From an optimization exercise on the open Yosys and OpenROAD flow, aimed at small area; shortcuts taken in it are not production practice. The RTL was checked by simulation tests, not by an equivalence proof against the original design. No run shown here takes its clock network from TritonCTS; it comes from the design's own scripts or RTL. The clock port is modelled as an ideal driver, which makes a skipped or thinned clock tree look cheaper than it is; a real chip needs a root buffer or a tree. Power figures rest on the tool's default switching activity, not on a simulated workload.

File: design/flow/config.mk
export PLATFORM = sky130hd
export DESIGN_NAME = spi_sram_responder
export DESIGN_NICKNAME = spi_sram_responder
export VERILOG_FILES = /design/flow/design.v
export SDC_FILE = /design/flow/constraint.sdc
export NUM_CORES = 4
export LEC_CHECK = 0
export CAP_MARGIN = 20
export CORE_MARGIN = 2
export CORE_UTILIZATION = 60
export PLACE_DENSITY = 0.7
export SLEW_MARGIN = 20
export SYNTH_MEMORY_MAX_BITS = 8192
File: design/flow/constraint.sdc
create_clock -name core_clock -period 10.0 [get_ports {clk}]
set_input_delay 2.0000 -clock core_clock [delete_from_list [all_inputs] [get_ports {clk}]]
set_output_delay 2.0000 -clock core_clock [all_outputs]
set_load 0.01 [all_outputs]
File: design/flow/design.v
package spi_sram_responder_pkg;
  localparam logic [7:0] CMD_READ  = 8'h03;
  localparam logic [7:0] CMD_WRITE = 8'h02;
  localparam logic [7:0] CMD_RDSR  = 8'h05;
  localparam logic [7:0] STATUS_VALUE_DEF = 8'h40;
  localparam logic [1:0] PH_CMD   = 2'd0;
  localparam logic [1:0] PH_ADDRH = 2'd1;
  localparam logic [1:0] PH_ADDRL = 2'd2;
  localparam logic [1:0] PH_DATA  = 2'd3;
endpackage
module spi_sync_edge #(
  parameter logic RESET_VAL = 1'b0,
  parameter bit   USE_RESET = 1'b0
) (
  input  logic clk,
  input  logic reset,
  input  logic async_in,
  output logic level
);
  logic meta;
  logic sync;
  always_ff @(posedge clk) begin
    if (USE_RESET && reset) begin
      meta <= RESET_VAL;
      sync <= RESET_VAL;
    end else begin
      meta <= async_in;
      sync <= meta;
    end
  end
  assign level = sync;
endmodule
module spi_mux_tree #(
  parameter int SEL_W = 2
) (
  input  logic [2**SEL_W-1:0] in,
  input  logic [SEL_W-1:0]    sel,
  output logic                out
);
  if (SEL_W == 1) begin : g_m2
    assign out = sel[0] ? in[1] : in[0];
  end else if (SEL_W == 2) begin : g_m4
    assign out = in[sel];
  end else begin : g_tree
    logic [2**(SEL_W-2)-1:0] lvl;
    for (genvar i = 0; i < 2**(SEL_W-2); i++) begin : g_leaf
      assign lvl[i] = in[4*i + sel[1:0]];
    end
    spi_mux_tree #(.SEL_W(SEL_W-2)) u_up (
      .in  (lvl),
      .sel (sel[SEL_W-1:2]),
      .out (out)
    );
  end
endmodule
module spi_sram_responder #(
  parameter int         DEPTH_LOG2   = 9,
  parameter logic [7:0] STATUS_VALUE = spi_sram_responder_pkg::STATUS_VALUE_DEF
) (
  input  logic                  clk,
  input  logic                  reset,
  input  logic                  sck,
  input  logic                  cs,
  input  logic                  mosi,
  output logic                  miso,
  output logic                  wr_strobe,
  output logic [DEPTH_LOG2-1:0] wr_addr,
  output logic [7:0]            wr_data
);
  localparam int WORDS = 2**DEPTH_LOG2;
  localparam int WP_LOG2 = 6;
  localparam int NWP     = WORDS >> WP_LOG2;
  localparam logic [2:0] RD_SWITCH = 3'd5;
  logic sck_s, sck_prev, cs_s, mosi_s;
  spi_sync_edge u_sck_sync (
    .clk      (clk),
    .reset    (reset),
    .async_in (sck),
    .level    (sck_s)
  );
  spi_sync_edge #(.RESET_VAL(1'b1), .USE_RESET(1'b1)) u_cs_sync (
    .clk      (clk),
    .reset    (reset),
    .async_in (cs),
    .level    (cs_s)
  );
  spi_sync_edge u_mosi_sync (
    .clk      (clk),
    .reset    (reset),
    .async_in (mosi),
    .level    (mosi_s)
  );
  always_ff @(posedge clk) sck_prev <= sck_s;
  logic                  rise;
  logic [1:0]            ph;
  logic [2:0]            cnt;
  logic                  md_wr, md_sr;
  logic [6:0]            rx;
  logic [7:0]            rx_next;
  logic [DEPTH_LOG2-1:0] addr;
  logic [DEPTH_LOG2-1:0] addr_p1;
  logic [DEPTH_LOG2-1:0] addr_rev;
  logic [7:0]            wdat;
  logic                  wpend;
  logic [DEPTH_LOG2-1:0] t;
  logic [DEPTH_LOG2-1:0] d;
  logic                  wr_hit;
  logic                  commit;
  assign rise    = sck_s & ~sck_prev & ~cs_s;
  assign rx_next = {rx, mosi_s};
  assign addr_p1 = addr + 1'b1;
  for (genvar i = 0; i < DEPTH_LOG2; i++) begin : g_rev
    assign addr_rev[i] = addr[DEPTH_LOG2-1-i];
  end
  assign d       = addr_rev + t;
  assign wr_hit  = wpend && (d[WP_LOG2-1:0] == '0);
  assign commit  = rise && ph == spi_sram_responder_pkg::PH_DATA && md_wr && cnt == 3'd7;
  always_ff @(posedge clk) t <= t + 1'b1;
  always_ff @(posedge clk) begin
    if (rise) rx <= rx_next[6:0];
    if (cs_s) begin
      ph  <= spi_sram_responder_pkg::PH_CMD;
      cnt <= 3'd0;
    end else if (rise) begin
      cnt <= cnt + 3'd1;
      if (cnt == 3'd7 && ph != spi_sram_responder_pkg::PH_DATA) ph <= ph + 2'd1;
      if (ph == spi_sram_responder_pkg::PH_CMD && cnt == 3'd7) begin
        md_wr <= (rx_next == spi_sram_responder_pkg::CMD_WRITE);
        md_sr <= (rx_next == spi_sram_responder_pkg::CMD_RDSR);
        if (rx_next == spi_sram_responder_pkg::CMD_RDSR) ph <= spi_sram_responder_pkg::PH_DATA;
      end
    end
  end
  logic addr_inc;
  assign addr_inc = wr_hit ||
                    (rise && ph == spi_sram_responder_pkg::PH_DATA && !md_wr && cnt == RD_SWITCH - 3'd1);
  always_ff @(posedge clk) begin
    for (int i = 0; i < DEPTH_LOG2; i++) begin
      if (rise && ((i == DEPTH_LOG2 - 1) ? (ph == spi_sram_responder_pkg::PH_ADDRH && cnt == 3'd7)
                                        : (ph == spi_sram_responder_pkg::PH_ADDRL && cnt == 3'(7 - i))))
        addr[i] <= mosi_s;
      else if (addr_inc)
        addr[i] <= addr_p1[i];
    end
  end
  always_ff @(posedge clk) begin
    if (commit) wpend <= 1'b1;
    else if (wr_hit) wpend <= 1'b0;
    if (commit) wdat <= rx_next;
  end
  always_ff @(posedge clk) begin
    if (reset) wr_strobe <= 1'b0;
    else       wr_strobe <= commit;
  end
  assign wr_addr = addr;
  assign wr_data = wdat;
  logic [3:0] cand7;
  logic [1:0] rot7;
  logic [1:0] cand6;
  logic       rot6;
  logic [5:0] h;
  logic [7:0] want;
  for (genvar k = 0; k < 8; k++) begin : g_plane
    logic [WORDS-1:0] r;
    logic [WORDS-1:0] r_nxt;
    always_comb begin
      r_nxt = {r[WORDS-2:0], r[WORDS-1]};
      for (int j = 0; j < NWP; j++)
        if (wr_hit && d[DEPTH_LOG2-1:WP_LOG2] == j) r_nxt[j*(1<<WP_LOG2)+1] = wdat[k];
    end
    always_ff @(posedge clk) r <= r_nxt;
    localparam logic [2:0] C = 3'(7 - k);
    assign want[k] = (cnt < RD_SWITCH) ? (C >= cnt) : (C < cnt);
    if (k == 7) begin : g_quarters
      for (genvar q = 0; q < 4; q++) begin : g_q
        logic [7:0] taps;
        logic       tap;
        for (genvar i = 0; i < 8; i++) begin : g_tap
          assign taps[i] = r[q*128 + i*16];
        end
        spi_mux_tree #(.SEL_W(3)) u_tap_mux (.in(taps), .sel(d[6:4]), .out(tap));
        always_ff @(posedge clk) if (want[k] && d[3:0] == '0) cand7[q] <= tap;
      end
      always_ff @(posedge clk)
        if (want[k] && d[3:0] == '0) rot7 <= d[8:7] - {addr[0], addr[1]};
    end else if (k == 6) begin : g_halves
      for (genvar q = 0; q < 2; q++) begin : g_q
        logic [15:0] taps;
        logic        tap;
        for (genvar i = 0; i < 16; i++) begin : g_tap
          assign taps[i] = r[q*256 + i*16];
        end
        spi_mux_tree #(.SEL_W(4)) u_tap_mux (.in(taps), .sel(d[7:4]), .out(tap));
        always_ff @(posedge clk) if (want[k] && d[3:0] == '0) cand6[q] <= tap;
      end
      always_ff @(posedge clk)
        if (want[k] && d[3:0] == '0) rot6 <= d[8] ^ addr[0];
    end else begin : g_single
      localparam int SL = (k >= 4) ? 4 : 5;
      localparam int NT = WORDS >> SL;
      logic [NT-1:0] taps;
      logic          tap;
      for (genvar i = 0; i < NT; i++) begin : g_tap
        assign taps[i] = r[i << SL];
      end
      spi_mux_tree #(.SEL_W(DEPTH_LOG2 - SL)) u_tap_mux (
        .in  (taps),
        .sel (d[DEPTH_LOG2-1:SL]),
        .out (tap)
      );
      always_ff @(posedge clk) if (want[k] && d[SL-1:0] == '0) h[k] <= tap;
    end
  end
  logic [1:0] sel7;
  logic [7:0] byte_out;
  assign sel7     = rot7 + {addr[0], addr[1]};
  assign byte_out = {cand7[sel7], cand6[rot6 ^ addr[0]], h};
  assign miso = md_sr ? STATUS_VALUE[~cnt] : byte_out[~cnt];
endmodule
File: design/flow/flow/run.sh
#!/bin/bash
# Standard layout (standard.sh) with two changes to clock tree synthesis:
# TritonCTS without dummy loads and with large clkbuf_16 sink clusters, then
# flow/cts_hook.tcl turns the root and leaf buffers into inverters.
# ORFS's full output goes to standard.log, each step's log to orfs/logs/.
set -euo pipefail
export CTS_ARGS="-sink_clustering_enable -repair_clock_nets -dont_use_dummy_load -buf_list sky130_fd_sc_hd__clkbuf_16 -sink_clustering_size 34 -sink_clustering_max_diameter 70"
export PRE_CTS_TCL="$PWD/flow/cts_hook.tcl"
bash standard.sh > standard.log 2>&1
File: design/flow/flow/cts_hook.tcl
# Sourced by ORFS before clock tree synthesis (PRE_CTS_TCL). Wraps
# clock_tree_synthesis: after TritonCTS has built its buffer tree, the root
# buffer and every leaf buffer (the buffers that drive flip-flops) become
# inverters. Every clock path passes exactly one root and one leaf, so each
# flip-flop still sees the clock with its own polarity; inverters drive the
# leaf loads with less area than clkbuf_16.

proc my_swap_inst {inst master outpin} {
  set block [ord::get_db_block]
  set in_net [[$inst findITerm A] getNet]
  set out_net [[$inst findITerm X] getNet]
  set loc [$inst getLocation]
  set orient [$inst getOrient]
  set name [$inst getName]
  odb::dbInst_destroy $inst
  set n [odb::dbInst_create $block $master $name]
  $n setOrient $orient
  $n setLocation [lindex $loc 0] [lindex $loc 1]
  $n setPlacementStatus PLACED
  [$n findITerm A] connect $in_net
  [$n findITerm $outpin] connect $out_net
  return $n
}

proc my_clock_swap {clk_port leaf_cell root_cell} {
  set db [ord::get_db]
  set block [ord::get_db_block]
  set leaf_m [$db findMaster $leaf_cell]
  set root_m [$db findMaster $root_cell]
  set clknet [[$block findBTerm $clk_port] getNet]
  set roots {}
  foreach it [$clknet getITerms] {
    if {[$it isOutputSignal]} continue
    lappend roots [$it getInst]
  }
  if {[llength $roots] != 1} { error "clock port drives [llength $roots] cells" }
  set root [lindex $roots 0]
  set leaves {}
  set depths [dict create]
  set stack [list [list $root 1]]
  while {[llength $stack]} {
    lassign [lindex $stack end] inst depth
    set stack [lrange $stack 0 end-1]
    set m [[$inst getMaster] getName]
    if {![string match "*clkbuf*" $m]} { error "unexpected clock tree cell $m" }
    set on [[$inst findITerm X] getNet]
    set has_sink 0
    set has_buf 0
    foreach it [$on getITerms] {
      if {[$it isOutputSignal]} continue
      set li [$it getInst]
      if {[string match "*clkbuf*" [[$li getMaster] getName]]} {
        set has_buf 1
        lappend stack [list $li [expr {$depth + 1}]]
      } else {
        set has_sink 1
        dict incr depths $depth
      }
    }
    if {$has_sink && $has_buf} { error "[$inst getName] drives both buffers and sinks" }
    if {$has_sink} { lappend leaves $inst }
  }
  puts "my_clock_swap: sink depths $depths, [llength $leaves] leaves"
  if {[dict size $depths] != 1} { error "clock paths of different depth" }
  if {[lsearch $leaves $root] >= 0} { error "the root buffer is a leaf" }
  foreach l $leaves { my_swap_inst $l $leaf_m Y }
  my_swap_inst $root $root_m Y
  global_connect
}

rename clock_tree_synthesis my_orig_clock_tree_synthesis
proc clock_tree_synthesis {args} {
  my_orig_clock_tree_synthesis {*}$args
  my_clock_swap clk sky130_fd_sc_hd__inv_12 sky130_fd_sc_hd__clkinv_16
}
File: design/flow/standard.sh
#!/bin/bash
# synth_recipe.tcl (not shown) runs the flow's synth.tcl, then flattens the netlist and writes it again
# the make line also repeats each setting of config.mk as NAME=value (left out here)
make -C /OpenROAD-flow-scripts/flow DESIGN_CONFIG=/design/flow/config.mk WORK_HOME=/design/flow/orfs CLKGATE_MAP_FILE= SYNTH_SCRIPT=/design/flow/synth_recipe.tcl "${@:-finish}"
==> run summary, run 1 <==
Seq/Total Area, Yosys=0.9478; syn_nets=4,691; first-pass GRT wire length=156,700 µm; core footprint=145,900 µm²; Worst setup EP type=output port; unrepaired setup endpoints after global routing=false; Worst Clk Skew=92.49 ps; Core Rows=140; Synth-to-Final Area Change=5.815%; status=no timing/DRC/antenna violations; final wirelength=102,100 µm; worst vdd ir=0.1900 mV; total track usage=0.1365; Worst Path Class, Setup=flop to output port; Period minus WS final=5869 ps; clk slew on worst S/H paths=120 ps; Layout Nets=4,837; worst skew pair latency=660 ps; Max-slew headroom=0.3045; PortBufs=23; dpl ws=4766 ps; crit-path most repeated cell=a21oi_1; number of global-route vias before repair=28,208; Final setup viols=0; worst endpoint required time=8000 ps; layout cells sized above 1=0.06344; WL/cell=15.17 µm; grt total ovfl=0; Avg Cell Area, Syn=18.93 µm²; cell leakage power=36.39 nW; Synth area leader=dfxtp_1; Storage cell area=83,690 µm²; Crit path max-delay family=buffers and inverters; Slew Viols, Final=0; Async SR Flop Fraction=0; Chip Height=387.6 µm; DR pass1 iterations=5; Die Area=150,200 µm²; fill cell count=9,840; Pwr Density=242.0 nW/µm²; Hold Crit Class=flop to flop; commonest non-fill, non-tap cell in the layout=dfxtp_1; vias after detailed routing=29,321; Starting Density=0.6051; Slowest-stage cell, CP=buf_4; crit path DAT=3870 ps; maximum number of pins on one net before global-route repair=71; post-DR vias/cell=4.354; worst-path maximum fanout=70; Cells after Synth=4,664; register bit total from synthesis=4,160; Fin Setup TNS=0 ps; worst path bufs/invs=2; Cell variety after synth=62; Startpoint Class=flop; die width=387.6 µm; setup slack after layout=4131 ps; area share of the largest cell type after synthesis=0.9339; DP Wirelength=63,110 µm; Routed Antenna Nets=0; commonest non-fill, non-tap cells in the layout=dfxtp_1, inv_12, mux2_2; Ys Warns=3; Hold Vio Cnt, Final=0; Multi-input gate area=4457 µm²; Max-Cap Viols=0; slew at the pin closest to its max-slew limit=1043 ps; CP cell instances=buf_4 -> xnor2_1 -> mux4_2 -> a311o_1 -> a21oi_1 -> a21oi_1 -> clkdlybuf4s50_1; num ports=24; Clock Sinks=4,160; Synth Flop Type=dfxtp_1; synthesized cell area=88,300 µm²; final critical-path share of the clock period=0.5869; drt drc=0; EDFF count, synth=41; Routability Congestion=0.7651; fmax=170.4 MHz; post-cts resize count=0; setup bufs post-CTS=0; initial antenna violation count=14; 1st-iter DRT viols=1,228; post-cts hold buffer count=0; largest stage delay on the critical path=880 ps; synth top area cells=dfxtp_1, edfxtp_1, mux2_2
## state kept, by name (all words and copies together), names as in the netlist, 2 cells and up
register,flops
cnt,3
g_plane.r,4096
addr,9
rot7,2
rx,7
ph,2
h,6
t,9
cand7,4
cand6,2
wdat,8
## metrics by stage
stage	util	hold slack, ps	power, mW	cell area [µm²]	std cells
4_1_cts	0.6401	255.6	22.84	93390	6724
6_report	0.6403	249.8	22.61	93430	6734
3_3_place_gp	0.6228	309.5	16.97	90880	6579
5_1_grt	0.6402	264.2	23.38	93410	6725
3_5_place_dp	0.6228	312.1	16.97	90880	6579
2_1_floorplan	-	309.6	16.97	88300	4664
## cells in the mapped netlist, types with 4 or more instances
master     instances
mux2_2            86
a21oi_1           25
nor3_1            12
nor2_1            24
ha_1              21
mux4_2            37
and3_1             4
buf_2              8
clkbuf_1          18
inv_1             13
xor2_1            11
nor3_4             8
nand2_1           30
mux2i_1           66
o2111ai_1          8
nand4_1            5
nor2b_1            4
nand3_1           17
a31oi_1            4
xnor2_1           14
edfxtp_1          41
dfxtp_1         4119
o211ai_1          10
o21ai_0           20
and2_1             5
## layout make-up, clock buffers not listed
type	instances	share of cell area
Sequential cell	4160	0.8957
Multi-Input combinational cell	458	0.04770
Tap cell	1917	0.02567
Inverter	142	0.02313
Timing Repair Buffer	32	0.003267
Antenna cell	9	0.0002410
## path summary, 6_finish.rpt
path,depth (start not counted),from,slack (ps),end
worst min-delay path,0,g_plane[6].r[324],250,g_plane[6].r[325]
worst max register to register,10,addr[8],5440,g_plane[3].r[193]
worst max-delay path,7,addr[0],4130,miso
worst min register to register,0,g_plane[6].r[324],250,g_plane[6].r[325]
## where the power goes
group,switching [mW],leakage [nW],internal [mW]
clock,5.06,1.14,0.946
sequential,0.00324,33.5,16.6
combinational,0.00200,1.77,0.00270
## cells by family after synthesis
| kind of cell | count (synthesis) | share of synthesized area |
|---|---|---|
| flip-flops | 4160 | 0.9478 |
| AO/OA/AOI/OAI | 91 | 0.006703 |
| buffers and inverters | 46 | 0.002281 |
| adder cells (fa/ha/maj) | 22 | 0.003202 |
| AND/OR/NAND/NOR | 122 | 0.007921 |
| XOR/XNOR | 30 | 0.003656 |
| multiplexers | 193 | 0.02844 |
## metal layers
layer / wire length (µm) / GRT usage / vias up
met1: 54170 / 0.2081 / 13872
met4: 2425 / 0.04368 / 0
met3: 3676 / 0.02624 / 162
li1: - / - / 14945
met5: 0 / 0 / -
met2: 41870 / 0.1977 / 342
==> inputs of run 2 (changes only) <==
--- a/design/flow/design.v
+++ b/design/flow/design.v
@@ -96,3 +96,3 @@
   logic [2:0]            cnt;
-  logic                  md_wr, md_sr;
+  logic                  md_rd, md_wr, md_sr;
   logic [6:0]            rx;
@@ -127,2 +127,3 @@
       if (ph == spi_sram_responder_pkg::PH_CMD && cnt == 3'd7) begin
+        md_rd <= (rx_next == spi_sram_responder_pkg::CMD_READ);
         md_wr <= (rx_next == spi_sram_responder_pkg::CMD_WRITE);
@@ -135,3 +136,3 @@
   assign addr_inc = wr_hit ||
-                    (rise && ph == spi_sram_responder_pkg::PH_DATA && !md_wr && cnt == RD_SWITCH - 3'd1);
+                    (rise && ph == spi_sram_responder_pkg::PH_DATA && md_rd && cnt == RD_SWITCH - 3'd1);
   always_ff @(posedge clk) begin
==> run 2 against run 1 <==
Against the previous run:
- hold slack worse by 38 ps
- die area down 0.90%
- sequential power about the same
- utilization down 0.20 points
- design area down 0.79%
- clock power up 0.8%
- sequential share of layout area up 0.75 points
- via count down 2.7%
- total power up 0.24%
- critical path type unchanged
- largest power group unchanged
- highest routed layer is now met5
==> run summary, run 2 <==
Routed Antenna Nets=0 (unchanged); Startpoint Class=flop; Worst Path Class, Setup=flop to output port; CP cell instances=ha_1 -> xnor2_1 -> xnor2_1 -> mux4_2 -> a311o_1 -> a21oi_1 -> nor2_1 -> clkdlybuf4s50_1; Starting Density=0.6026 (-0.002595); Cell variety after synth=54 (-13%); Pwr Density=244.5 nW/µm² (+1.0%); register bit total from synthesis=4,161 (+0.024%); status=no timing/DRC/antenna violations; largest stage delay on the critical path=660 ps (-220 ps); most frequent cells after synthesis=dfxtp_1, mux2_2, nand2_1; final wirelength=103,400 µm (+1.3%); Clock Sinks=4,161 (+0.024%); Hold Vio Cnt, Final=0 (unchanged); Synth Area in Adders=0.003232 (+0.00002931); synth top area cells=dfxtp_1, edfxtp_1, mux4_2; Reg-to-Reg Start=t[0]; drt drc=0 (unchanged); layout cells sized above 1=0.05953 (-0.003905); syn_nets=4,610 (-1.7%); initial antenna violation count=15 (+1); slew at the pin closest to its max-slew limit=936.0 ps (-107.2 ps); commonest non-fill, non-tap cell in the layout=dfxtp_1; reg2reg setup slack=5830 ps (+390 ps); DP Wirelength=62,510 µm (-0.95%); min-delay src=g_plane[2].r[129]; grt total ovfl=0 (unchanged); area fraction in compound gates after synthesis=0.004776 (-0.001926); die width=385.9 µm (-0.45%); Worst Clk Skew=146.3 ps (+53.78 ps); post-DR vias/cell=4.286 (-1.6%); main combinational cell family by area after synthesis=multiplexers; Register-to-Register Path Depth=13 (+3); Synth-to-Final Area Change=5.937%; Max-Cap Viols=0 (unchanged); Period minus WS final=5274 ps (-595.4 ps); Biggest register=g_plane.r; Synth area leader=dfxtp_1; Max-slew headroom=0.3760 (+0.07147); Hold Crit Class=flop to flop; Slowest-stage cell, CP=clkdlybuf4s50_1; mux contribution to synthesized area=0.02265 (-0.005788); area share of the largest cell type after synthesis=0.9424 (+0.008546); post-cts resize count=0 (unchanged); first-pass GRT wire length=156,700 µm (unchanged); num ports=24 (unchanged); synthesized cell area=87,500 µm² (-0.91%); cell leakage power=36.25 nW (-0.38%); Final setup viols=0 (unchanged); fmax=189.6 MHz (+11%); Core Rows=140 (unchanged); WL/cell=15.54 µm (+2.5%); Chip Height=385.9 µm (-0.45%); worst endpoint required time=8000 ps (about the same); commonest non-fill, non-tap cells in the layout=dfxtp_1, inv_12, mux2_2; max FFs per register=4,096 (unchanged); Slew Viols, Final=0 (unchanged); core footprint=145,200 µm² (-0.48%); Simple-Gate Fraction of Synth Area=0.007808 (-0.0001134); Cells after Synth=4,583 (-1.7%); number of global-route vias before repair=27,662 (-1.9%); setup bufs post-CTS=0 (unchanged); most frequent cell after synthesis=dfxtp_1; Ys Warns=3 (unchanged); vias after detailed routing=28,527 (-2.7%); Async SR Flop Fraction=0 (unchanged); PortBufs=23 (unchanged); Die Area=148,900 µm² (-0.90%); crit-path most repeated cell=xnor2_1; Avg Cell Area, Syn=19.09 µm² (+0.84%); worst-path maximum fanout=8 (-89%); biggest regs=g_plane.r: 4096 flops, addr: 9 flops, t: 9 flops; worst skew pair latency=660 ps (about the same); Worst setup EP type=output port; Synth Flop Type=dfxtp_1; Fin Setup TNS=0 ps (unchanged); Hold Crit Depth=0 (unchanged); clk slew on worst S/H paths=120 ps (about the same); WHS Endpoint=g_plane[2].r[130]; 1st-iter DRT viols=1,128 (-8.1%); Routability Congestion=0.7576 (-0.98%); worst vdd ir=0.2342 mV (+23%); total track usage=0.1403 (+0.003792); XOR/XNOR Fraction of Synth Area=0.002974 (-0.0006815); Seq/Total Area, Yosys=0.9568 (+0.009017); DR pass1 iterations=4 (-1); fin util=0.6383 (-0.002011); unrepaired setup endpoints after global routing=false; post-cts hold buffer count=0 (unchanged); crit path DAT=3270 ps (-600 ps); maximum number of pins on one net before global-route repair=35 (-51%); final critical-path share of the clock period=0.5274 (-0.05954); worst r2r dst=g_plane[1].r[193]; Layout Nets=4,766 (-1.5%); EDFF count, synth=42 (+2.4%)
## run 2: kinds of logic (layout without fill, tap and decap cells)
logic type,after synthesis,after routing
and+or+nand+nor,131,131
muxes,138,138
AOI/OAI and AO/OA,65,65
other,0,2
adders and majority gates,22,22
buffers and inverters,38,192
xor gates and xnor gates,28,28
DFF,4161,4161
## run 2: worst max-delay path, delay by kind of cell, from the launching register on
kind                       cells  cell delay, ps
AOI/OAI and AO/OA              2             250
muxes                          1             230
and+or+nand+nor                1             510
DFF                            1             540
xor gates and xnor gates       2             300
adders and majority gates      1             280
buffers and inverters          1             660
## run 2: cell type report, clock buffers not listed
cell class | count | area [µm²]
diodes | 2 | 5.005
fillers | 9822 | 52520
inverters | 145 | 2197
multi-input cells | 384 | 3682
flip-flops and latches | 4161 | 83720
well taps | 1917 | 2399
repair buffers | 31 | 290.3
## run 2: worst max path at each step
stage / cells after the start / from / end / slack (ps)
after global placement: 8 / addr[1] / miso / 5180
after global routing: 8 / addr[1] / miso / 4530
after floorplan: 7 / addr[1] / miso / 6110
after CTS: 8 / addr[1] / miso / 4630
final: 8 / addr[1] / miso / 4730
after detailed placement: 8 / addr[1] / miso / 5230
## run 2: metal layers
metal	up-vias	GRT usage	wire length, µm
met5	-	0	18
met4	2	0.04475	2652
met3	170	0.02960	3560
met2	269	0.2004	41530
met1	13488	0.2146	55690
li1	14598	-	-
## run 2: report_power, final
part           internal [mW]  total [mW]  switching [mW]
clock network          0.957        6.06            5.10
registers               16.6        16.6         0.00338
logic                0.00267     0.00443         0.00176
## run 2: through the flow
step | total power, mW | instance area [µm²] | hold WS (ps) | setup WS, ps | cells
floorplan | 16.97 | 87500 | 309.6 | 6114 | 4583
global placement | 16.98 | 90140 | 309.5 | 5178 | 6507
detailed placement | 16.98 | 90140 | 312.1 | 5226 | 6507
CTS | 22.89 | 92690 | 217.8 | 4632 | 6654
global route | 23.43 | 92690 | 208.7 | 4529 | 6654
finish | 22.67 | 92690 | 212.1 | 4726 | 6656
==> inputs of run 3 (changes only) <==
==> design/flow/flow/run.sh (replaced) <==
#!/bin/bash
# Standard layout (standard.sh) with these changes: the ports get buf_1
# buffers; TritonCTS runs without dummy loads and with large clkbuf_16 sink
# clusters, then flow/cts_hook.tcl turns the root and leaf buffers into
# inverters.
# ORFS's full output goes to standard.log, each step's log to orfs/logs/.
set -euo pipefail
export CTS_ARGS="-sink_clustering_enable -repair_clock_nets -dont_use_dummy_load -buf_list sky130_fd_sc_hd__clkbuf_16 -sink_clustering_size 34 -sink_clustering_max_diameter 70"
export BUFFER_PORTS_ARGS="-buffer_cell sky130_fd_sc_hd__buf_1"
export PRE_CTS_TCL="$PWD/flow/cts_hook.tcl"
bash standard.sh > standard.log 2>&1
==> run 3 against run 2 <==
Against the previous run:
- via count up 0.89%
- global-route usage rose by 0.18 points
- design area shrank 0.12%
- sequential power is essentially flat
- first-iteration DRC count rose by 15%
- largest power group unchanged
==> run summary, run 3 <==
number of global-route vias before repair=27,693 (+0.11%); final critical-path share of the clock period=0.5126 (-0.01475); area share of the largest cell type after synthesis=0.9424 (unchanged); Async SR Flop Fraction=0 (unchanged); Startpoint Class=flop; drt drc=0 (unchanged); post-DR vias/cell=4.318 (+0.74%); Switching Fraction=0.2253 (about the same); Biggest register=g_plane.r; register bit total from synthesis=4,161 (unchanged); worst-path maximum fanout=8 (unchanged); Synth Flop Type=dfxtp_1; Synth-to-Final Area Change=5.807%; Fin Setup TNS=0 ps (unchanged); Comb power frac=0 (unchanged); Worst Path Class, Setup=flop to output port; Synth area leader=dfxtp_1; WL/cell=15.64 µm (+0.65%); biggest regs=g_plane.r: 4096 flops, addr: 9 flops, t: 9 flops; clk slew on worst S/H paths=120 ps (about the same); 1st-iter DRT viols=1,296 (+15%); Routed Antenna Nets=0 (unchanged); Max-slew headroom=0.3286 (-0.04735); PortBufs=23 (unchanged); DR pass1 iterations=5 (+1); Hold Slack=213.6 ps (+1.501 ps); Routability Congestion=0.7455 (-1.6%); core footprint=145,200 µm² (unchanged); post-cts hold buffer count=0 (unchanged); worst skew pair latency=670 ps (about the same); unrepaired setup endpoints after global routing=false; most frequent cells after synthesis=dfxtp_1, mux2_2, nand2_1; syn_nets=4,610 (unchanged); EDFF count, synth=42 (unchanged); Starting Density=0.6026 (unchanged); setup bufs post-CTS=0 (unchanged); final wirelength=104,300 µm (+0.80%); Period minus WS final=5126 ps (-147.5 ps); synthesized cell area=87,500 µm² (unchanged); Crit path max-delay family=flip-flops; largest stage delay on the critical path=600 ps (-60 ps); Pwr Density=244.8 nW/µm² (+0.11%); fmax=195.1 MHz (+2.9%); worst path bufs/invs=1 (unchanged); DP Wirelength=64,060 µm (+2.5%); clock network fraction of total power=0.267 (about the same); grt total ovfl=0 (unchanged); Ys Warns=3 (unchanged); commonest non-fill, non-tap cells in the layout=dfxtp_1, inv_12, mux2_2; vias after detailed routing=28,782 (+0.89%); worst endpoint required time=8000 ps (about the same); dpl ws=5552 ps (+325.8 ps); CP cell instances=ha_1 -> xnor2_1 -> xnor2_1 -> mux4_2 -> a311o_1 -> a21oi_1 -> nor2_1 -> buf_1; Layout Nets=4,767 (+0.021%); Hold Crit Class=flop to flop; Max-Cap Viols=0 (unchanged); first-pass GRT wire length=158,100 µm (+0.91%); crit path DAT=3130 ps (-140 ps); Final setup viols=0 (unchanged); total track usage=0.1421 (+0.001817); num ports=24 (unchanged); worst vdd ir=0.2243 mV (-4.2%); Die Area=148,900 µm² (unchanged); Cell variety after synth=54 (unchanged); Slew Viols, Final=0 (unchanged); max FFs per register=4,096 (unchanged); commonest non-fill, non-tap cell in the layout=dfxtp_1; layout cells sized above 1=0.05973 (+0.0001985); maximum number of pins on one net before global-route repair=35 (unchanged); setup slack after layout=4874 ps (+147.5 ps); crit-path most repeated cell=xnor2_1; Sw Pwr=5.107 mW (about the same); Flop pwr share=0.733 (about the same); fill cell count=9,806 (-0.16%); Critical Path Stages=8 (unchanged); Clock Sinks=4,161 (unchanged); Seq/Total Area, Yosys=0.9568 (unchanged); Chip Height=385.9 µm (unchanged); Hold Vio Cnt, Final=0 (unchanged); Avg Cell Area, Syn=19.09 µm² (unchanged); Worst setup EP type=output port; die width=385.9 µm (unchanged); Core Rows=140 (unchanged); Cells after Synth=4,583 (unchanged); Register-to-Register Path Depth=12 (-1); most frequent cell after synthesis=dfxtp_1; Slowest-stage cell, CP=edfxtp_1; post-cts resize count=0 (unchanged); Hold Crit Depth=0 (unchanged); status=no timing/DRC/antenna violations; slew at the pin closest to its max-slew limit=1002 ps (+66.10 ps); Worst Clk Skew=147.9 ps (+1.650 ps); synth top area cells=dfxtp_1, edfxtp_1, mux4_2; Pint=17.56 mW (about the same); initial antenna violation count=26 (+11); cell leakage power=36.19 nW (-0.17%)
## run 3: cell counts after synthesis
No cell type changed its count.
## run 3: layout make-up, clock buffers not listed
type,count,area (µm²),share of cell area
repair buffers,32,153.9,0.001662
well taps,1917,2399,0.02591
diodes,11,27.53,0.0002973
multi-input cells,384,3682,0.03977
flip-flops and latches,4161,83720,0.9043
inverters,145,2197,0.02373
## run 3: metrics by stage
| stage | power (mW) | area (µm²) | utilization | cells |
|---|---|---|---|---|
| after floorplan | 16.97 | 87500 | - | 4583 |
| after global placement | 16.98 | 90010 | 0.6198 | 6508 |
| after detailed placement | 16.97 | 90010 | 0.6198 | 6508 |
| after CTS | 22.90 | 92550 | 0.6374 | 6655 |
| after global routing | 23.45 | 92550 | 0.6374 | 6655 |
| final | 22.66 | 92580 | 0.6375 | 6666 |
## run 3: layer usage
layer  vias up  wire length, µm  track usage
li1      14629                -            -
met1     13666            54710       0.2150
met2       311            42830       0.2055
met3       176             3909      0.02890
met4         0             2827      0.04720
met5         -                0            0
## run 3: cells by family (layout without fill, tap and decap cells)
logic type      count (synthesis)  after routing  share of synthesized area
buf+inv                        38            193                   0.001744
compound gates                 65             65                   0.004776
mux                           138            138                    0.02265
xor+xnor                       28             28                   0.002974
flops                        4161           4161                     0.9568
other cells                     0             11                          0
fa+ha+maj                      22             22                   0.003232
simple gates                  131            131                   0.007808
## run 3: final timing paths
path	startpoint	end	slack [ps]
worst max-delay path	addr[1]	miso	4870
worst min-delay path	g_plane[7].r[68]	g_plane[7].r[69]	210
worst max register to register	addr[8]	g_plane[6].r[257]	5660
worst min register to register	g_plane[7].r[68]	g_plane[7].r[69]	210
## run 3: power by group through the flow
stage / clock network (mW) / logic, mW / registers [mW]
floorplan: 0 / 0.00273 / 17.0
global placement: 0 / 0.00339 / 17.0
detailed placement: 0 / 0.00348 / 17.0
CTS: 6.29 / 0.00351 / 16.6
global route: 6.84 / 0.00386 / 16.6
finish: 6.06 / 0.00352 / 16.6
==> inputs of run 4 (changes only) <==
--- a/design/flow/design.v
+++ b/design/flow/design.v
@@ -96,3 +96,3 @@
   logic [2:0]            cnt;
-  logic                  md_rd, md_wr, md_sr;
+  logic                  md_wr, md_sr;
   logic [6:0]            rx;
@@ -103,2 +103,3 @@
   logic [7:0]            wdat;
+  logic                  ld_ok;
   logic                  wpend;
@@ -127,3 +128,2 @@
       if (ph == spi_sram_responder_pkg::PH_CMD && cnt == 3'd7) begin
-        md_rd <= (rx_next == spi_sram_responder_pkg::CMD_READ);
         md_wr <= (rx_next == spi_sram_responder_pkg::CMD_WRITE);
@@ -136,3 +136,3 @@
   assign addr_inc = wr_hit ||
-                    (rise && ph == spi_sram_responder_pkg::PH_DATA && md_rd && cnt == RD_SWITCH - 3'd1);
+                    (rise && ph == spi_sram_responder_pkg::PH_DATA && !md_wr && cnt == RD_SWITCH - 3'd1);
   always_ff @(posedge clk) begin
@@ -149,3 +149,2 @@
     else if (wr_hit) wpend <= 1'b0;
-    if (commit) wdat <= rx_next;
   end
@@ -182,6 +181,8 @@
         spi_mux_tree #(.SEL_W(3)) u_tap_mux (.in(taps), .sel(d[6:4]), .out(tap));
-        always_ff @(posedge clk) if (want[k] && d[3:0] == '0) cand7[q] <= tap;
+        always_ff @(posedge clk)
+          if (q == 0 && commit) cand7[q] <= rx_next[k];
+          else if (ld_ok && want[k] && d[3:0] == '0) cand7[q] <= tap;
       end
       always_ff @(posedge clk)
-        if (want[k] && d[3:0] == '0) rot7 <= d[8:7] - {addr[0], addr[1]};
+        if (ld_ok && want[k] && d[3:0] == '0) rot7 <= d[8:7] - {addr[0], addr[1]};
     end else if (k == 6) begin : g_halves
@@ -194,6 +195,8 @@
         spi_mux_tree #(.SEL_W(4)) u_tap_mux (.in(taps), .sel(d[7:4]), .out(tap));
-        always_ff @(posedge clk) if (want[k] && d[3:0] == '0) cand6[q] <= tap;
+        always_ff @(posedge clk)
+          if (q == 0 && commit) cand6[q] <= rx_next[k];
+          else if (ld_ok && want[k] && d[3:0] == '0) cand6[q] <= tap;
       end
       always_ff @(posedge clk)
-        if (want[k] && d[3:0] == '0) rot6 <= d[8] ^ addr[0];
+        if (ld_ok && want[k] && d[3:0] == '0) rot6 <= d[8] ^ addr[0];
     end else begin : g_single
@@ -211,3 +214,5 @@
       );
-      always_ff @(posedge clk) if (want[k] && d[SL-1:0] == '0) h[k] <= tap;
+      always_ff @(posedge clk)
+        if (commit) h[k] <= rx_next[k];
+        else if (ld_ok && want[k] && d[SL-1:0] == '0) h[k] <= tap;
     end
@@ -218,2 +223,4 @@
   assign byte_out = {cand7[sel7], cand6[rot6 ^ addr[0]], h};
+  assign wdat  = {cand7[0], cand6[0], h};
+  assign ld_ok = !wpend;
   assign miso = md_sr ? STATUS_VALUE[~cnt] : byte_out[~cnt];
--- a/design/flow/config.mk
+++ b/design/flow/config.mk
@@ -7,3 +7,3 @@
 export LEC_CHECK = 0
-export CAP_MARGIN = 20
+export CAP_MARGIN = 0
 export CORE_MARGIN = 2
@@ -11,3 +11,3 @@
 export PLACE_DENSITY = 0.7
-export SLEW_MARGIN = 20
+export SLEW_MARGIN = 0
 export SYNTH_MEMORY_MAX_BITS = 8192
==> run 4 against run 3 <==
Against the previous run:
- hold slack worse by 27 ps
- flip-flop and latch count is 9 lower
- fmax is 5.6% higher
- wire length is 1.0% higher
- cell count stayed put
- clock skew is 5.4 ps lower
- total power hardly changed
- critical path type unchanged
- critical endpoint unchanged
==> run summary, run 4 <==
status=no timing/DRC/antenna violations; EDFF count, synth=33 (-21%); register bit total from synthesis=4,152 (-0.22%); Layout Nets=4,766 (-0.021%); Max-Cap Viols=0 (unchanged); Pwr Density=244.9 nW/µm² (about the same); WL/cell=15.80 µm (+1.0%); initial antenna violation count=22 (-15%); grt total ovfl=0 (unchanged); Slew Viols, Final=0 (unchanged); Hold Crit Class=flop to flop; total track usage=0.1419 (-0.0002384); Fin Setup TNS=0 ps (unchanged); most frequent cell after synthesis=dfxtp_1; Biggest register=g_plane.r; fmax=206.0 MHz (+5.6%); Avg Cell Area, Syn=19.07 µm² (-0.13%); area share of the largest cell type after synthesis=0.9430 (about the same); clk slew on worst S/H paths=120 ps (about the same); core footprint=145,200 µm² (unchanged); Hold Slack=186.5 ps (-27.13 ps); cell leakage power=36.24 nW (+0.14%); drt drc=0 (unchanged); Core Rows=140 (unchanged); num ports=24 (unchanged); worst vdd ir=0.2111 mV (-5.9%); Starting Density=0.6022 (about the same); number of global-route vias before repair=27,071 (-2.2%); Die Area=148,800 µm² (about the same); Worst Clk Skew=142.5 ps (-5.402 ps); syn_nets=4,613 (+0.065%); Async SR Flop Fraction=0 (unchanged); Seq/Total Area, Yosys=0.9543 (-0.002502); commonest non-fill, non-tap cells in the layout=dfxtp_1, inv_12, mux2_2; Startpoint Class=flop; post-cts hold buffer count=0 (unchanged); final critical-path share of the clock period=0.4855 (-0.02714); synth top area cells=dfxtp_1, mux4_2, edfxtp_1; Synth-to-Final Area Change=5.765% (about the same); crit path DAT=2850 ps (-280 ps); worst-path maximum fanout=6 (-2); worst skew pair latency=670 ps (about the same); Cells after Synth=4,586 (+0.065%); Synth area leader=dfxtp_1; DR pass1 iterations=5 (unchanged); post-DR vias/cell=4.319 (about the same); final wirelength=105,300 µm (+1.0%); 1st-iter DRT viols=1,192 (-8.0%); Clock Sinks=4,152 (-0.22%); synthesized cell area=87,450 µm² (about the same); setup bufs post-CTS=0 (unchanged); Max-slew headroom=0.1962 (-0.1324); Routed Antenna Nets=0 (unchanged); worst endpoint required time=8000 ps (about the same); Hold Vio Cnt, Final=0 (unchanged); Ys Warns=3 (unchanged); PortBufs=23 (unchanged); maximum number of pins on one net before global-route repair=47 (+34%); slew at the pin closest to its max-slew limit=1203 ps (+201.1 ps); die width=385.8 µm (about the same); Chip Height=385.8 µm (about the same); most frequent cells after synthesis=dfxtp_1, mux2_2, mux4_2; total power=22.65 mW (about the same); Cell variety after synth=63 (+17%); biggest regs=g_plane.r: 4096 flops, addr: 9 flops, t: 9 flops; first-pass GRT wire length=156,500 µm (-1.0%); setup slack after layout=5145 ps (+271.4 ps); Worst Path Class, Setup=flop to output port; DP Wirelength=66,840 µm (+4.3%); dpl ws=5712 ps (+159.7 ps); Worst setup EP type=output port; commonest non-fill, non-tap cell in the layout=dfxtp_1; post-cts resize count=0 (unchanged); max FFs per register=4,096 (unchanged); Period minus WS final=4855 ps (-271.4 ps); unrepaired setup endpoints after global routing=false; vias after detailed routing=28,788 (+0.021%); layout cells sized above 1=0.06122 (+0.001490); Synth Flop Type=dfxtp_1; Final setup viols=0 (unchanged); Routability Congestion=0.7674 (+2.9%)
-- run 4: changes by cell type after synthesis, moves of 5 or more --
cell | before | now
a221oi_1 | 6 | 1
buf_4 | 0 | 6
edfxtp_1 | 42 | 33
mux4_2 | 41 | 49
nor3_1 | 3 | 8
clkbuf_1 | 15 | 7
nor2_1 | 24 | 29
mux2i_1 | 27 | 15
nand3_1 | 12 | 21
-- run 4: report_power, final --
part           internal [mW]  total, mW  switching [mW]  leakage (nW)
clock                  0.966       6.09            5.12          1.17
sequential              16.6       16.6         0.00386          33.4
combinational        0.00152    0.00324         0.00172          1.64
-- run 4: worst max-delay path, cell delays in order, from the launching register on --
cell      delay (ps)
edfxtp_1         520
ha_1             270
xnor2_1          170
xnor2_1          140
mux4_2           350
a311o_1          380
a21oi_1          170
a21oi_1           80
buf_1            220
-- run 4: worst paths after layout --
path	start	end	slack, ps	depth (start not counted)
setup / recovery	addr[1]	miso	5150	8
hold / removal	g_plane[7].r[17]	g_plane[7].r[18]	190	0
setup reg to reg	addr[4]	g_plane[7].r[449]	5750	8
hold reg to reg	g_plane[7].r[17]	g_plane[7].r[18]	190	0
-- run 4: per-stage QoR --
step / cells / util / area, µm²
5_1_grt: 6654 / 0.6367 / 92460
4_1_cts: 6654 / 0.6367 / 92460
2_1_floorplan: 4586 / - / 87450
3_3_place_gp: 6505 / 0.6189 / 89880
6_report: 6666 / 0.6369 / 92490
3_5_place_dp: 6505 / 0.6189 / 89880
-- run 4: cell families (layout without fill, tap and decap cells) --
group	Yosys count	count (layout)	share of synthesized area
adder cells (fa/ha/maj)	22	22	0.003234
XOR/XNOR	27	27	0.002876
buffers and inverters	39	190	0.002060
flip-flops	4152	4152	0.9543
AND/OR/NAND/NOR	149	149	0.009286
multiplexers	134	134	0.02369
other	0	12	0
AO/OA/AOI/OAI	63	63	0.004536
-- run 4: cell type report, clock buffers not listed --
type                       instances  area, µm²
timing repair buffer              27      116.4
antenna                           12      30.03
inverter                         147       2230
multi-input combinational        395       3861
sequential                      4152      83450
fill                            9850      52730
tap                             1917       2399
-- run 4: routing by layer --
metal  vias to the layer above  part of all wire  GRT usage
li1                      14640                 -          -
met1                     13617              0.54     0.2222
met2                       355              0.39     0.1974
met3                       176             0.041    0.02869
met4                         0             0.025    0.04655
met5                         -                 0          0
==> inputs of run 5 (changes only) <==
--- a/design/flow/config.mk
+++ b/design/flow/config.mk
@@ -7,3 +7,3 @@
 export LEC_CHECK = 0
-export CAP_MARGIN = 0
+export CAP_MARGIN = 20
 export CORE_MARGIN = 2
@@ -11,3 +11,3 @@
 export PLACE_DENSITY = 0.7
-export SLEW_MARGIN = 0
+export SLEW_MARGIN = 20
 export SYNTH_MEMORY_MAX_BITS = 8192
==> run 5 against run 4 <==
Against the previous run:
- via count hardly changed
- synthesized cell count stayed put
- total power hardly changed
- worst setup slack better by 19 ps
- sequential share of layout area hardly changed
- clock power hardly changed
- clock skew hardly changed
- first-iteration DRC count is 0.92% lower
- global-route usage stayed put
- register-to-register slack hardly changed
- critical path depth stayed put
==> run summary, run 5 <==
status=no timing/DRC/antenna violations; reg2reg setup slack=5740 ps (about the same); non-filler cells, final=6,663 (-0.045%); syn_nets=4,613 (unchanged); Biggest register=g_plane.r; slew at the pin closest to its max-slew limit=930.6 ps (-272.6 ps); Hold Crit Class=flop to flop; worst-path maximum fanout=6 (unchanged); Hold Crit Depth=0 (unchanged); Starting Density=0.6022 (unchanged); Fin Setup TNS=0 ps (unchanged); Routability Congestion=0.7674 (unchanged); max FFs per register=4,096 (unchanged); Cell variety after synth=63 (unchanged); Worst Path Class, Setup=flop to output port; Max-slew headroom=0.3786 (+0.1824); register bit total from synthesis=4,152 (unchanged); layout cells sized above 1=0.06164 (+0.0004222); Slew Viols, Final=0 (unchanged); Placed Area=89,880 µm² (unchanged); number of global-route vias before repair=27,071 (unchanged); worst skew pair latency=670 ps (about the same); unrepaired setup endpoints after global routing=false; Slowest-stage cell, CP=edfxtp_1; final critical-path share of the clock period=0.4836 (-0.001892); worst endpoint required time=8000 ps (about the same); PortBufs=23 (unchanged); Startpoint Class=flop; grt total ovfl=0 (unchanged); num ports=24 (unchanged); die width=385.8 µm (unchanged); initial antenna violation count=22 (unchanged); Die Area=148,800 µm² (unchanged); maximum number of pins on one net before global-route repair=47 (unchanged); DP Cell Count=6,505 (unchanged); Async SR Flop Fraction=0 (unchanged); setup bufs post-CTS=0 (unchanged); post-DR vias/cell=4.319 (about the same); WL/cell=15.81 µm (about the same); Synth Flop Type=dfxtp_1; Max-Cap Viols=0 (unchanged); main combinational cell family by area after synthesis=multiplexers; Synth-to-Final Area Change=5.768% (about the same); largest stage delay on the critical path=520 ps (about the same); commonest non-fill, non-tap cells in the layout=dfxtp_1, inv_12, mux2_2; most frequent cell after synthesis=dfxtp_1; Ys Warns=3 (unchanged); Hold Vio Cnt, Final=0 (unchanged); Clock Sinks=4,152 (unchanged); Final setup viols=0 (unchanged); core footprint=145,200 µm² (unchanged); Worst Clk Skew=142.7 ps (+0.1490 ps); fmax=206.8 MHz (+0.39%); Period minus WS final=4836 ps (-18.92 ps); Core Rows=140 (unchanged); worst vdd ir=0.2111 mV (about the same); Avg Cell Area, Syn=19.07 µm² (unchanged); cell leakage power=36.24 nW (about the same); clk slew on worst S/H paths=120 ps (about the same); Pwr Density=244.9 nW/µm² (about the same); EDFF count, synth=33 (unchanged); Simple-Gate Fraction of Synth Area=0.009286 (unchanged); XOR/XNOR Fraction of Synth Area=0.002876 (unchanged); drt drc=0 (unchanged); Register-to-Register Path Depth=8 (unchanged); Chip Height=385.8 µm (unchanged); CP cell instances=ha_1 -> xnor2_1 -> xnor2_1 -> mux4_2 -> a311o_1 -> a21oi_1 -> a21oi_1 -> buf_1; Reg-to-Reg Start=addr[4]; Routed Antenna Nets=0 (unchanged); WHS Endpoint=g_plane[7].r[18]; Layout Nets=4,766 (unchanged); Synth area leader=dfxtp_1; vias after detailed routing=28,777 (-0.038%); Seq/Total Area, Yosys=0.9543 (unchanged); area share of the largest cell type after synthesis=0.9430 (unchanged); biggest regs=g_plane.r: 4096 flops, addr: 9 flops, t: 9 flops; commonest non-fill, non-tap cell in the layout=dfxtp_1; fill cell count=9,850 (unchanged); total track usage=0.1419 (unchanged); synth top area cells=dfxtp_1, mux4_2, edfxtp_1; first-pass GRT wire length=156,500 µm (unchanged); post-cts resize count=0 (unchanged); worst r2r dst=g_plane[7].r[449]; DR pass1 iterations=5 (unchanged); DP Wirelength=66,840 µm (unchanged); final wirelength=105,300 µm (about the same); Worst setup EP type=output port; area fraction in compound gates after synthesis=0.004536 (unchanged); min-delay src=g_plane[7].r[17]; post-cts hold buffer count=0 (unchanged); 1st-iter DRT viols=1,181 (-0.92%); crit path DAT=2840 ps (about the same); synthesized cell area=87,450 µm² (unchanged); Synth Area in Adders=0.003234 (unchanged); mux contribution to synthesized area=0.02369 (unchanged); Cells after Synth=4,586 (unchanged); Finished Cell Area=92,490 µm² (about the same); most frequent cells after synthesis=dfxtp_1, mux2_2, mux4_2
run 5: power by group:
group | internal, mW | switching (mW) | leakage (nW)
Combinational | 0.00155 | 0.00173 | 1.64
Sequential | 16.6 | 0.00382 | 33.4
Clock | 0.966 | 5.12 | 1.17
Total | 17.5 | 5.12 | 36.2
run 5: worst max path at each step:
stage / start / end / cells past startpoint
4_1_cts: addr[1] / miso / 8
6_report: addr[1] / miso / 8
5_1_grt: addr[1] / miso / 8
3_5_place_dp: addr[4] / g_plane[6].r[193] / 8
3_3_place_gp: addr[1] / miso / 8
2_1_floorplan: addr[1] / miso / 7
run 5: kinds of logic (layout without fill, tap and decap cells):
logic type                 Yosys count  count (layout)
AOI/OAI and AO/OA                   63              63
muxes                              134             134
other                                0               9
buffers and inverters               39             190
and+or+nand+nor                    149             149
DFF                               4152            4152
adders and majority gates           22              22
xor gates and xnor gates            27              27
run 5: layout make-up, clock buffers not listed:
type / count / area, µm² / share of cell area
repair buffers: 27 / 116.4 / 0.001258
well taps: 1917 / 2399 / 0.02593
flip-flops and latches: 4152 / 83450 / 0.9023
multi-input cells: 395 / 3871 / 0.04186
inverters: 147 / 2230 / 0.02411
diodes: 9 / 22.52 / 0.0002435
run 5: critical path: cells and delay by family, from the launching register on:
| kind | cells | cell delay (ps) |
|---|---|---|
| fa+ha+maj | 1 | 270 |
| flops | 1 | 520 |
| compound gates | 3 | 600 |
| buf+inv | 1 | 220 |
| mux | 1 | 350 |
| xor+xnor | 2 | 310 |
run 5: metrics by stage:
stage	setup WS, ps	hold WS (ps)	power (mW)	utilization
after global routing	4943	174.9	23.41	0.6368
after global placement	5767	309.5	16.93	0.6189
after CTS	5064	182.9	22.86	0.6367
final	5164	187.0	22.65	0.6369
after detailed placement	5712	312.1	16.93	0.6189
after floorplan	6146	309.6	16.93	-
run 5: per-layer routing:
metal,up-vias,part of all wire,GRT usage
li1,14633,-,-
met1,13608,0.54,0.2222
met2,360,0.39,0.1974
met3,176,0.041,0.02869
met4,0,0.025,0.04655
met5,-,0,0

==> port drivers added, routing unchanged <==
The results above use ideal ports. As a check the final layouts listed here were re-extracted and re-timed, cells and wires unchanged.
Step 1 sets driving cells, clkbuf_16 on the clock port and buf_2 on the other inputs (assumed; they add their load-dependent delay and slew).
Step 2 moves the port delays by t, midway between the first and last clock arrival at a register: inputs arrive t later, outputs are due t later. That takes back most of the time a late clock gives input paths.
a / b / c = no drivers / after step 1 / after step 2; a / b = the first two.
run | t (ns) | setup slack, ns | worst setup path after step 2 | clock arrival spread, ns | worst slew at a driven data input, ns
run 1 | 0.722 | 4.131 / 4.025 / 4.747 | register to output | 0.096 / 0.096 | 0.03
run 2 | 0.695 | 4.726 / 4.624 / 5.319 | register to output | 0.157 / 0.157 | 0.03
run 3 | 0.699 | 4.874 / 4.767 / 5.466 | register to output | 0.150 / 0.150 | 0.03
run 4 | 0.707 | 5.145 / 5.034 / 5.741 | register to output | 0.148 / 0.148 | 0.03
run 5 | 0.707 | 5.164 / 5.053 / 5.738 | register to register | 0.148 / 0.148 | 0.03
After both steps setup and hold are still met in every run listed.
